Source: an optimization exercise on an open RTL-to-GDS flow (aim: a short achievable clock period and few clock cycles per item). Production flows keep margins and buffers that such runs may drop. Function was checked by simulation only, so behaviour that the tests miss may differ from the original.

Setup of v6:
==> module fe_fetch, before the edit <==
module fe_fetch #(
    parameter fe_pkg::addr_t RST_PC = 64'h400000
) (
    input  logic           clk,
    input  logic           rst,
    input  logic           space4,       
    input  logic           space8,       
    output logic           blk_valid,
    output fe_pkg::xword_t blk_data,
    output logic           icache_req,
    output fe_pkg::addr_t  icache_addr,
    input  logic           icache_done,
    input  fe_pkg::xword_t icache_data
);
    logic req_q;
    logic busy_q;
    logic done_q;
    fe_pkg::xword_t data_q;
    assign icache_req = req_q;
    assign blk_valid  = done_q;
    assign blk_data   = data_q;
    fe_pc #(
        .RST_PC (RST_PC),
        .SH     (3),
        .LO     (6)
    ) u_addr (
        .clk  (clk),
        .rst  (rst),
        .en   (busy_q & icache_done),   
        .step (2'd1),
        .q    (icache_addr)
    );
    always_ff @(posedge clk) begin
        if (rst) begin
            req_q  <= 1'b1;
            busy_q <= 1'b0;
            done_q <= 1'b0;
        end else begin
            req_q  <= (busy_q & icache_done & space8) | (~busy_q & ~req_q & space4);
            busy_q <= req_q | (busy_q & ~icache_done);
            done_q <= busy_q & icache_done;
        end
    end
    always_ff @(posedge clk)
        data_q <= icache_data;
endmodule
==> module fe_align, before the edit <==
module fe_align #(
    parameter int C = 24
) (
    input  logic               clk,
    input  logic               rst,
    input  logic               blk_valid,   
    input  fe_pkg::xword_t     blk_data,
    input  logic               room,        
    output logic               space4,      
    output logic               space8,      
    output logic               emit,
    output logic               x_valid,     
    output rv_isa_pkg::instr_t x_ir,
    output logic               x_cmp
);
    logic [C-1:0][15:0] w_q;
    logic [C-1:0][15:0] w_sh;
    logic [C-1:0][15:0] c1;
    logic [C-1:0][15:0] c2;
    logic [C-1:0][15:0] w_n;
    logic [C:0]         cnt_q;     
    logic [C:0]         base;
    logic [C:0]         cnt_n;
    logic               len2;
    logic               avail;
    logic               sh1;
    logic               sh2;
    rv_isa_pkg::instr_t x_raw;
    logic [28:0]        cls;
    logic [28:0]        x_cls;
    assign len2  = w_q[0][1:0] == 2'b11;
    assign avail = len2 ? ~(cnt_q[0] | cnt_q[1]) : ~cnt_q[0];
    assign emit  = room & avail;
    assign sh1   = emit & ~len2;
    assign sh2   = emit & len2;
    assign base  = sh2 ? (cnt_q >> 2) : sh1 ? (cnt_q >> 1) : cnt_q;
    assign cnt_n = blk_valid ? (base << 4) : base;
    assign space8 = |cnt_q[C-8:0];
    assign space4 = blk_valid ? |cnt_q[C-8:0] : |cnt_q[C-4:0];
    assign x_cmp  = x_raw[1:0] != 2'b11;
    always_comb begin
        for (int i = 0; i < C; i++) begin
            w_sh[i] = w_q[i];
            for (int j = 0; j < 4; j++)
                if (i >= j && cnt_q[(i-j+C+1)%(C+1)])
                    w_sh[i] = blk_data[16*j +: 16];
            c1[i] = (i + 1 < C) ? w_q[(i+1)%C] : 16'd0;
            for (int j = 0; j < 4; j++)
                if (i >= j && cnt_q[(i-j+C+2)%(C+1)])
                    c1[i] = blk_data[16*j +: 16];
            c2[i] = (i + 2 < C) ? w_q[(i+2)%C] : 16'd0;
            for (int j = 0; j < 4; j++)
                if (i >= j && cnt_q[(i-j+C+3)%(C+1)])
                    c2[i] = blk_data[16*j +: 16];
            if (!blk_valid) begin
                w_sh[i] = w_q[i];
                c1[i]   = (i + 1 < C) ? w_q[(i+1)%C] : 16'd0;
                c2[i]   = (i + 2 < C) ? w_q[(i+2)%C] : 16'd0;
            end
            w_n[i] = sh2 ? c2[i] : sh1 ? c1[i] : w_sh[i];
        end
    end
    rvc_class u_cls (
        .parcel ({w_q[1], w_q[0]}),
        .cls    (cls)
    );
    rvc_build u_exp (
        .parcel (x_raw),
        .cls    (x_cls),
        .instr  (x_ir)
    );
    always_ff @(posedge clk) begin
        if (rst)
            cnt_q <= {{C{1'b0}}, 1'b1};
        else
            cnt_q <= cnt_n;
        if (rst)
            x_valid <= 1'b0;
        else
            x_valid <= emit;
    end
    always_ff @(posedge clk) begin
        w_q   <= w_n;
        x_raw <= {w_q[1], w_q[0]};
        x_cls <= cls;
    end
endmodule
==> module fe_inc, before the edit <==
module fe_inc (
    input  logic [62:0] a,
    input  logic [1:0]  step,
    output logic [62:0] y
);
    logic [7:0]  lo1;
    logic [7:0]  lo2;
    logic [55:0] hi_inc;
    logic [62:0] y1;
    logic [62:0] y2;
    assign lo1    = {1'b0, a[6:0]} + 8'd1;
    assign lo2    = {1'b0, a[6:0]} + 8'd2;
    assign hi_inc = a[62:7] + 1'b1;
    assign y1     = {lo1[7] ? hi_inc : a[62:7], lo1[6:0]};
    assign y2     = {lo2[7] ? hi_inc : a[62:7], lo2[6:0]};
    assign y      = step[0] ? y1 : y2;
endmodule
clock: 7.5 ns
lec_check: 0
cap_margin: 20
core_margin: 2
core_utilization: 60
place_density: 0.75
setup_slack_margin: 4.8
slew_margin: 20
standard.sh (not shown) runs the stock make flow with config.mk's settings and CLKGATE_MAP_FILE= SYNTH_SCRIPT=/design/flow/synth_recipe.tcl, a recipe that flattens the netlist after the stock synthesis.
==> flow/flow/run.sh <==
#!/bin/bash
# Standard ORFS layout, with two sizing choices changed: port buffers are
# sky130_fd_sc_hd__buf_4 (not the default delay-cell buffer) and the resizer
# may change a cell's footprint when it sizes it.
set -euo pipefail
bash standard.sh MATCH_CELL_FOOTPRINT=0 \
    "BUFFER_PORTS_ARGS=-buffer_cell sky130_fd_sc_hd__buf_4" \
    finish > standard_make.log 2>&1
Testbench counts of v6, summed over its fixed seeds: cycles 20,291, instrs 16,000.
Changes in v7 relative to v6:
==> flow/design.v, changed modules only <==
module fe_fetch #(
    parameter fe_pkg::addr_t RST_PC = 64'h400000
) (
    input  logic           clk,
    input  logic           rst,
    input  logic           space4,       
    input  logic           space8,       
    output logic           blk_valid,
    output fe_pkg::xword_t blk_data,
    output logic           icache_req,
    output fe_pkg::addr_t  icache_addr,
    input  logic           icache_done,
    input  fe_pkg::xword_t icache_data
);
    logic req_q;
    logic busy_q;
    assign icache_req = req_q;
    assign blk_valid  = busy_q & icache_done;
    assign blk_data   = icache_data;
    fe_pc #(
        .RST_PC (RST_PC),
        .SH     (3),
        .LO     (6)
    ) u_addr (
        .clk  (clk),
        .rst  (rst),
        .en   (blk_valid),   
        .step (2'd1),
        .q    (icache_addr)
    );
    always_ff @(posedge clk) begin
        if (rst) begin
            req_q  <= 1'b1;
            busy_q <= 1'b0;
        end else begin
            req_q  <= (blk_valid & space8) | (~busy_q & ~req_q & space4);
            busy_q <= req_q | (busy_q & ~icache_done);
        end
    end
endmodule
module fe_align #(
    parameter int C = 16
) (
    input  logic               clk,
    input  logic               rst,
    input  logic               blk_valid,
    input  fe_pkg::xword_t     blk_data,
    input  logic               room,        
    output logic               space4,      
    output logic               space8,      
    output logic               emit,
    output logic               x_valid,     
    output rv_isa_pkg::instr_t x_ir,
    output logic               x_cmp
);
    logic [C-1:0][15:0] w_q;
    logic [C-1:0][15:0] w_sh;
    logic [C-1:0][15:0] c1;
    logic [C-1:0][15:0] c2;
    logic [C-1:0][15:0] w_n;
    logic [C:0]         cnt_q;     
    logic [C:0]         base;
    logic [C:0]         cnt_n;
    logic               len2;
    logic               avail;
    logic               sh1;
    logic               sh2;
    rv_isa_pkg::instr_t x_raw;
    logic [28:0]        cls;
    logic [28:0]        x_cls;
    assign len2  = w_q[0][1:0] == 2'b11;
    assign avail = len2 ? ~(cnt_q[0] | cnt_q[1]) : ~cnt_q[0];
    assign emit  = room & avail;
    assign sh1   = emit & ~len2;
    assign sh2   = emit & len2;
    assign base  = sh2 ? (cnt_q >> 2) : sh1 ? (cnt_q >> 1) : cnt_q;
    assign cnt_n = blk_valid ? (base << 4) : base;
    assign space4 = |base[C-4:0];
    assign space8 = |base[C-8:0];
    assign x_cmp  = x_raw[1:0] != 2'b11;
    always_comb begin
        for (int i = 0; i < C; i++) begin
            w_sh[i] = w_q[i];
            for (int j = 0; j < 4; j++)
                if (i >= j && cnt_q[(i-j+C+1)%(C+1)])
                    w_sh[i] = blk_data[16*j +: 16];
            c1[i] = (i + 1 < C) ? w_q[(i+1)%C] : 16'd0;
            for (int j = 0; j < 4; j++)
                if (i >= j && cnt_q[(i-j+C+2)%(C+1)])
                    c1[i] = blk_data[16*j +: 16];
            c2[i] = (i + 2 < C) ? w_q[(i+2)%C] : 16'd0;
            for (int j = 0; j < 4; j++)
                if (i >= j && cnt_q[(i-j+C+3)%(C+1)])
                    c2[i] = blk_data[16*j +: 16];
            if (!blk_valid) begin
                w_sh[i] = w_q[i];
                c1[i]   = (i + 1 < C) ? w_q[(i+1)%C] : 16'd0;
                c2[i]   = (i + 2 < C) ? w_q[(i+2)%C] : 16'd0;
            end
            w_n[i] = sh2 ? c2[i] : sh1 ? c1[i] : w_sh[i];
        end
    end
    rvc_class u_cls (
        .parcel ({w_q[1], w_q[0]}),
        .cls    (cls)
    );
    rvc_build u_exp (
        .parcel (x_raw),
        .cls    (x_cls),
        .instr  (x_ir)
    );
    always_ff @(posedge clk) begin
        if (rst)
            cnt_q <= {{C{1'b0}}, 1'b1};
        else
            cnt_q <= cnt_n;
        if (rst)
            x_valid <= 1'b0;
        else
            x_valid <= emit;
    end
    always_ff @(posedge clk) begin
        w_q   <= w_n;
        x_raw <= {w_q[1], w_q[0]};
        x_cls <= cls;
    end
endmodule
module fe_inc (
    input  logic [62:0] a,
    input  logic [1:0]  step,
    output logic [62:0] y
);
    logic [7:0]  lo;
    logic [55:0] hi_inc;
    assign lo     = {1'b0, a[6:0]} + {6'd0, step};
    assign hi_inc = a[62:7] + 1'b1;
    assign y      = {lo[7] ? hi_inc : a[62:7], lo[6:0]};
endmodule
## What came out
- Summary — detailed route wirelength on metal3, v7 relative to v6: lower, by 47%.
- v7 -> v6: cell count of the worst hold path delta 0, exact match
- Compared with v6, in v7 design area dropped 0.013 sq mm; number of cells in the finished layout apart from fillers shows a reduction of 1829; required time of the critical path has decreased; average wire per standard cell down 2.5 um; count of vias placed by the detailed router has decreased.
Testbench counts of v7, summed over its fixed seeds: cycles 20,306, instrs 16,000.

## re-timing with driven ports
No port has a modelled driver above. Below, the same layouts with a new extraction and two added sets of constraints.
Step 1 assumes that a clkbuf_16 drives the clock port and a buf_2 every other input.
Step 2, shift: input delay + t, output delay - t, t = (earliest + latest rising clock arrival at the registers) / 2. This alone moves slack from input paths to output paths.
a / b / c = ideal / step 1 / step 2; a / b = the first two.
| run | t (ns) | setup WS [ns] | pins driven straight from the clock port |
|---|---|---|---|
| v6 | 0.799 | 4.662 / 4.613 / 4.074 | 1 |
| v7 | 0.702 | 4.721 / 4.721 / 4.041 | 1 |
After both steps setup and hold are still met in every run listed. For v7, which loses most, drivers alone change the setup slack by 0.000 ns; drivers and shift together by -0.680 ns.
